Context: an optimization exercise on an open-source flow, tuned for small area, a short achievable clock period and few clock cycles per item. The choices shown serve that exercise and are no tape-out recipe.

==> inputs of job 5721 <==
// four_key_debounce_long_press_events
module four_key_debounce_long_press_events #(
  parameter int TIME_BITS = fkd_pkg::TIME_BITS_DEF
) (
  input  logic                         clk,
  input  logic                         rst_n,
  input  logic                         in_valid,
  output logic                         in_ready,
  input  logic                         in_operation,
  input  logic [fkd_pkg::NOW_W-1:0]    in_now_time,
  input  logic [fkd_pkg::NUM_KEYS-1:0] in_raw_pressed,
  output logic                         out_valid,
  input  logic                         out_ready,
  output logic [fkd_pkg::EV_W-1:0]     out_event_code,
  output logic [fkd_pkg::NUM_KEYS-1:0] out_stable_keys,
  input  logic                         cfg_valid,
  output logic                         cfg_ready,
  input  logic [fkd_pkg::CFG_IDX_W-1:0] cfg_index,
  input  logic [fkd_pkg::MS_W-1:0]     cfg_data
);
Settings: LEC_CHECK=0, CAP_MARGIN=20, CORE_MARGIN=2, CORE_UTILIZATION=55, CTS_BUF_LIST=sky130_fd_sc_hd__clkbuf_16, CTS_CLUSTER_DIAMETER=80, CTS_CLUSTER_SIZE=25, SLEW_MARGIN=20; clock period 13.0 ns.
standard.sh (not shown) runs the stock make flow with config.mk's settings and CLKGATE_MAP_FILE= SYNTH_SCRIPT=/design/flow/synth_recipe.tcl, a recipe that flattens the netlist after the stock synthesis.
==> flow/flow/run.sh <==
#!/bin/bash
# Own layout flow: the standard flow (standard synthesis unchanged), with
# timing repair aimed below the clock period, strong output port buffers and
# small input port buffers. Each tool's output goes to the logs under orfs/.
set -euo pipefail
here=$(pwd)
export SETUP_SLACK_MARGIN=${SETUP_SLACK_MARGIN:-9.45}
export BUFFER_PORTS_ARGS="-buffer_cell sky130_fd_sc_hd__buf_4"
export PRE_RESIZE_TCL=$here/flow/ports.tcl
bash standard.sh > std_flow.log 2>&1
==> flow/flow/ports.tcl <==
# Sourced before the placement resize step: the input ports keep their own
# buffer, but the smallest one; timing repair upsizes any that need it.
foreach inst [get_cells input*] {
  if { [get_property [get_lib_cells -of_objects $inst] name] == "sky130_fd_sc_hd__buf_4" } {
    replace_cell $inst sky130_fd_sc_hd__buf_1
  }
}
==> job 3638 (differences from job 5721) <==
--- a/flow/design.v
+++ b/flow/design.v
@@ -33,13 +33,13 @@
 module fkd_lane #(
   parameter int TIME_BITS = fkd_pkg::TIME_BITS_DEF
 ) (
   input  logic                      clk,
   input  logic                      rst_n,
   input  logic                      tick,
-  input  logic [15:0]               now,
+  input  logic [TIME_BITS-1:0]      now,
   input  logic                      lvl,
   input  logic [15:0]               win_q,
   input  logic [15:0]               win_a,
   input  logic [15:0]               win_o,
   input  logic                      dh_zero,
   input  logic                      dh_plus1,
@@ -139,99 +139,80 @@
   assign s = c ^ q;           
   assign m = a | (c & o);     
   fkd_cout16 u_c (.g({s[15:1] & m[14:0], 1'b0}), .p({s[15:1] | m[14:0], 1'b0}), .c(co));
   assign ge1 = m[15] | co;
   assign ge2 = m[15] & co;
 endmodule
-module fkd_pm1_16 (
+module fkd_plus1_16 (
   input  logic [15:0] x,
   input  logic [15:0] y,
-  output logic        zero,
-  output logic        plus1,
-  output logic        minus1
+  output logic        eq
 );
-  logic [15:0] z, lo, hi;
-  assign z      = x ^ y;
-  assign lo     = ~x & y;
-  assign hi     = x & ~y;
-  assign zero   = !(|z);
-  assign plus1  = z[0] && (z[15:1] == lo[14:0]);
-  assign minus1 = z[0] && (z[15:1] == hi[14:0]);
+  logic [16:0] z;
+  logic [15:0] t;
+  assign z = {1'b1, x ^ y};
+  for (genvar i = 0; i < 16; i++) begin : g_t
+    if (i == 0) begin : g_0
+      assign t[i] = z[0] && (x[0] ^ z[1]);
+    end else begin : g_i
+      assign t[i] = !z[i] || (z[i-1] && (x[i] ^ z[i+1]));
+    end
+  end
+  assign eq = &t;
 endmodule
 module fkd_held_ge (
-  input  logic [15:0] now_lo,
-  input  logic [15:0] c_lo,
-  input  logic        hi_eq,
-  input  logic        hi_eq1,
+  input  logic [31:0] now,
+  input  logic [31:0] c,
   input  logic [15:0] win_q,
   input  logic [15:0] win_a,
   input  logic [15:0] win_o,
   output logic        ge
 );
-  logic c_gt_now, win_ge1, win_ge2;
-  fkd_gt16 u_gt_now (.a(c_lo), .b(now_lo), .gt(c_gt_now));
+  logic c_gt_now, win_ge1, win_ge2, hi_eq, hi_eq1;
+  fkd_gt16 u_gt_now (.a(c[15:0]), .b(now[15:0]), .gt(c_gt_now));
   fkd_win16 u_win (
-    .c   (c_lo),
+    .c   (c[15:0]),
     .q   (win_q),
     .a   (win_a),
     .o   (win_o),
     .ge1 (win_ge1),
     .ge2 (win_ge2)
   );
+  fkd_plus1_16 u_p1 (.x(now[31:16]), .y(c[31:16]), .eq(hi_eq1));
+  assign hi_eq = (now[31:16] == c[31:16]);
   assign ge = c_gt_now ? !(hi_eq1 && win_ge2) : !(hi_eq && win_ge1);
 endmodule
 import fkd_pkg::*;
 module fkd_merge #(
   parameter int TIME_BITS = fkd_pkg::TIME_BITS_DEF
 ) (
   input  logic                                      clk,
   input  logic                                      rst_n,
   input  logic                                      tick,
   input  logic                                      fetch,
-  input  logic [15:0]                               now,
-  input  logic [15:0]                               in_now_hi,
-  input  logic [15:0]                               t_hi,
+  input  logic [TIME_BITS-1:0]                      now,
   input  logic [15:0]                               win_q,
   input  logic [15:0]                               win_a,
   input  logic [15:0]                               win_o,
   input  logic                                      long_zero,
   input  logic                                      lvl0,
   input  logic                                      stable0,
   input  logic [fkd_pkg::NUM_KEYS-1:0]              st_stable_nxt,
   input  logic [fkd_pkg::NUM_KEYS-1:0]              st_rise,
   input  logic [fkd_pkg::NUM_KEYS-1:0]              st_fall,
   output logic [fkd_pkg::EV_W-1:0]                  event_code
 );
   logic [EV_W-1:0]      slot_r;
-  logic [15:0]          press_lo_r, press_hi_r;
-  logic                 press_we;
-  logic [15:0]          press_hi_a;
-  logic                 p_eq_a, p_eq1_a, p_m1_unused;
-  logic                 p_eq_r, p_eq1_r;
+  logic [TIME_BITS-1:0] press_r;
   logic                 sent_r;
   logic                 press_ok;
   logic                 long_hit;
   logic                 slot_free;
-  assign press_we   = tick && lvl0 && !stable0;
-  assign press_hi_a = press_we ? t_hi : press_hi_r;
-  fkd_pm1_16 u_hi (
-    .x      (in_now_hi),
-    .y      (press_hi_a),
-    .zero   (p_eq_a),
-    .plus1  (p_eq1_a),
-    .minus1 (p_m1_unused)
-  );
-  always_ff @(posedge clk) begin
-    p_eq_r  <= p_eq_a;
-    p_eq1_r <= p_eq1_a;
-  end
   fkd_held_ge u_held (
-    .now_lo (now),
-    .c_lo   (press_lo_r),
-    .hi_eq  (p_eq_r),
-    .hi_eq1 (p_eq1_r),
+    .now    (now),
+    .c      (press_r),
     .win_q  (win_q),
     .win_a  (win_a),
     .win_o  (win_o),
     .ge     (press_ok)
   );
   assign long_hit  = st_rise[0] ? long_zero : (st_stable_nxt[0] && !sent_r && press_ok);
@@ -259,16 +240,13 @@
           slot_r <= EV_OK;
         end
       end
     end
   end
   always_ff @(posedge clk) begin
-    if (press_we) begin
-      press_lo_r <= now;
-      press_hi_r <= t_hi;
-    end
+    if (tick && lvl0 && !stable0) press_r <= now;
   end
 endmodule
 import fkd_pkg::*;
 module four_key_debounce_long_press_events #(
   parameter int TIME_BITS = fkd_pkg::TIME_BITS_DEF
 ) (
@@ -289,13 +267,13 @@
   input  logic [fkd_pkg::MS_W-1:0]     cfg_data
 );
   localparam int RES_W = EV_W + NUM_KEYS;
   logic                 in_ready_r;
   logic                 accept;
   logic                 tick_q, fetch_q;
-  logic [15:0]          now_q;
+  logic [TIME_BITS-1:0] now_q;
   logic [NUM_KEYS-1:0]  raw_q;
   logic                 deb_we_q, long_we_q;
   logic [MS_W-1:0]      cfg_data_q;
   assign cfg_ready = 1'b1;
   assign in_ready  = in_ready_r;
   assign accept    = in_valid && in_ready_r;
@@ -310,13 +288,13 @@
       fetch_q   <= accept && (in_operation == OP_FETCH);
       deb_we_q  <= cfg_valid && (cfg_index == CFG_DEBOUNCE);
       long_we_q <= cfg_valid && (cfg_index == CFG_LONG);
     end
   end
   always_ff @(posedge clk) begin
-    now_q      <= in_now_time[15:0];
+    now_q      <= TIME_BITS'(in_now_time);
     raw_q      <= in_raw_pressed;
     cfg_data_q <= cfg_data;
   end
   logic [MS_W-1:0] debounce_r, long_r;
   always_ff @(posedge clk) begin
     if (!rst_n) begin
@@ -337,29 +315,19 @@
   assign da  = debounce_r & ~now_q[15:0];
   assign do_ = debounce_r | ~now_q[15:0];
   assign lq  = ~(long_r ^ now_q[15:0]);
   assign la  = long_r & ~now_q[15:0];
   assign lo  = long_r | ~now_q[15:0];
   logic [15:0] t_hi_r;
-  logic        dh_zero_a, dh_plus1_a, dh_minus1_a;
   logic        dh_zero, dh_plus1, dh_minus1;
   always_ff @(posedge clk) begin
-    if (accept && (in_operation == OP_TICK)) t_hi_r <= in_now_time[31:16];
-  end
-  fkd_pm1_16 u_dh (
-    .x      (in_now_time[31:16]),
-    .y      (t_hi_r),
-    .zero   (dh_zero_a),
-    .plus1  (dh_plus1_a),
-    .minus1 (dh_minus1_a)
-  );
-  always_ff @(posedge clk) begin
-    dh_zero   <= dh_zero_a;
-    dh_plus1  <= dh_plus1_a;
-    dh_minus1 <= dh_minus1_a;
+    if (tick_q) t_hi_r <= now_q[31:16];
   end
+  assign dh_zero = (now_q[31:16] == t_hi_r);
+  fkd_plus1_16 u_dh_p1 (.x(now_q[31:16]), .y(t_hi_r), .eq(dh_plus1));
+  fkd_plus1_16 u_dh_m1 (.x(t_hi_r), .y(now_q[31:16]), .eq(dh_minus1));
   assign deb_zero  = (debounce_r == '0);
   assign long_zero = (long_r == '0);
   for (genvar k = 0; k < NUM_KEYS; k++) begin : g_lane
     fkd_lane #(.TIME_BITS(TIME_BITS)) u_lane (
       .clk           (clk),
       .rst_n         (rst_n),
@@ -382,14 +350,12 @@
   fkd_merge #(.TIME_BITS(TIME_BITS)) u_merge (
     .clk           (clk),
     .rst_n         (rst_n),
     .tick          (tick_q),
     .fetch         (fetch_q),
     .now           (now_q),
-    .in_now_hi     (in_now_time[31:16]),
-    .t_hi          (t_hi_r),
     .win_q         (lq),
     .win_a         (la),
     .win_o         (lo),
     .long_zero     (long_zero),
     .lvl0          (raw_q[0]),
     .stable0       (stable_cur[0]),
@@ -424,30 +390,21 @@
       v0_r <= v0_n;
       v1_r <= v1_n;
       v2_r <= v2_n;
       in_ready_r <= !v1_n || (!v2_n && !accept);
     end
   end
-  logic [2:0] ld_t, ld_f, sh_t, hd_t, hd_f;    
-  logic [2:0] ld, sh, hd;
-  assign ld_t = {v0_r || !v2_r, v0_r ? !v2_r : !v1_r, !v0_r || !v1_r};
-  assign sh_t = {1'b0, v0_r && v2_r, v0_r && v1_r};
-  assign hd_t = {!v0_r && v2_r, !v0_r && v1_r, 1'b0};
-  assign ld_f = {!v2_r, !v1_r, !v0_r};
-  assign hd_f = {v2_r, v1_r, v0_r};
-  assign ld = out_ready ? ld_t : ld_f;
-  assign sh = out_ready ? sh_t : 3'b000;
-  assign hd = out_ready ? hd_t : hd_f;
-  always_ff @(posedge clk) begin
-    q0_r <= ({RES_W{ld[0]}} & res) | ({RES_W{sh[0]}} & q1_r) | ({RES_W{hd[0]}} & q0_r);
-    q1_r <= ({RES_W{ld[1]}} & res) | ({RES_W{sh[1]}} & q2_r) | ({RES_W{hd[1]}} & q1_r);
-    q2_r <= ({RES_W{ld[2]}} & res) | ({RES_W{hd[2]}} & q2_r);
-  end
-  logic ov_r;
-  always_ff @(posedge clk) begin
-    if (!rst_n) ov_r <= 1'b0;
-    else        ov_r <= v0_n;
+  logic ld0, ld1, ld2, sh0, sh1;
+  assign ld0 = !v0_r || (pop && !v1_r);
+  assign sh0 = pop && v1_r;
+  assign ld1 = pop ? !v2_r : !v1_r;
+  assign sh1 = pop && v2_r;
+  assign ld2 = pop || !v2_r;
+  always_ff @(posedge clk) begin
+    if (ld0 || sh0) q0_r <= ld0 ? res : q1_r;
+    if (ld1 || sh1) q1_r <= ld1 ? res : q2_r;
+    if (ld2)        q2_r <= res;
   end
-  assign out_valid       = ov_r;
+  assign out_valid       = v0_r;
   assign out_event_code  = q0_r[RES_W-1 -: EV_W];
   assign out_stable_keys = q0_r[NUM_KEYS-1:0];
 endmodule
==> flow/flow/run.sh (replaced) <==
#!/bin/bash
# Own layout flow: the standard flow (standard synthesis unchanged), with
# timing repair aimed below the clock period and stronger port buffers.
set -euo pipefail
export SETUP_SLACK_MARGIN=${SETUP_SLACK_MARGIN:-9.9}
export BUFFER_PORTS_ARGS="-buffer_cell sky130_fd_sc_hd__buf_4"
bash standard.sh > std_flow.log 2>&1
==> flow/config.mk (replaced) <==
export PLATFORM = sky130hd
export DESIGN_NAME = four_key_debounce_long_press_events
export DESIGN_NICKNAME = four_key_debounce_long_press_events
export VERILOG_FILES = /design/flow/design.v
export SDC_FILE = /design/flow/constraint.sdc
export NUM_CORES = 4
export LEC_CHECK = 0
export CAP_MARGIN = 20
export CORE_MARGIN = 2
export CORE_UTILIZATION = 40
export SLEW_MARGIN = 20
removed: flow/flow/ports.tcl
==> out/qor.yml <==
final_cell_count_no_fill: 1667
cts_num_sinks: 230
tap_cell_count: 319
run_status: "complete, no violations"
cts_clock_pin_slew_for_the_worst_setup_and_hold_paths_ns: 0.09
timing.critical_path.cells: "buf_1, inv_1, ha_4, xnor2_1, nor4_2, nand4_1, nor4_2"
finClkSkew_ns: 0.0252
post-route-worst-setup-slack_ns: 9.40
placement.cell_area_sq_mm: 0.0140
worst_slew_pin_slew_ns: 1.01
endpoint_of_the_worst_slack_reg_to_reg_timing_path: "q1_r[3]"
[end of results for job 5721]
==> out/qor.yml <==
final_cell_count_no_fill: 1846
endpoint_of_the_worst_slack_reg_to_reg_timing_path: "q1_r[2]"
cts_clock_pin_slew_for_the_worst_setup_and_hold_paths_ns: 0.06
run_status: "complete, no violations"
placement.cell_area_sq_mm: 0.0147
finClkSkew_ns: 0.0142
tap_cell_count: 448
post-route-worst-setup-slack_ns: 9.30
timing.critical_path.cells: "buf_6"
worst_slew_pin_slew_ns: 1.02
cts_num_sinks: 241
[end of results for job 3638]
No run of this note included a check of the RTL's function; only the layout flow was run.

-- static timing again, ports no longer ideal --
In the flow no input, the clock included, has a driving cell. The finished layouts below were timed again as built, in two steps. Step 1 assumes that a clkbuf_16 drives the clock port and a buf_2 every other input. Step 2 moves the port delays by t, midway between the first and last clock arrival at a register: inputs arrive t later, outputs are due t later. That takes back most of the time a late clock gives input paths. Three values: no drivers, after step 1, after step 2; two values: the first two.
| run | t (ns) | setup WS [ns] | worst slew at a driven data input, ns |
|---|---|---|---|
| job 5721 | 0.542 | 9.403 / 9.378 / 8.890 | 0.06 |
| job 3638 | 0.593 | 9.303 / 9.251 / 9.230 | 0.05 |
After both steps every run listed still meets setup and hold. The setup slack of job 5721, which loses most, moves by -0.025 ns with the drivers and by -0.513 ns with both steps.
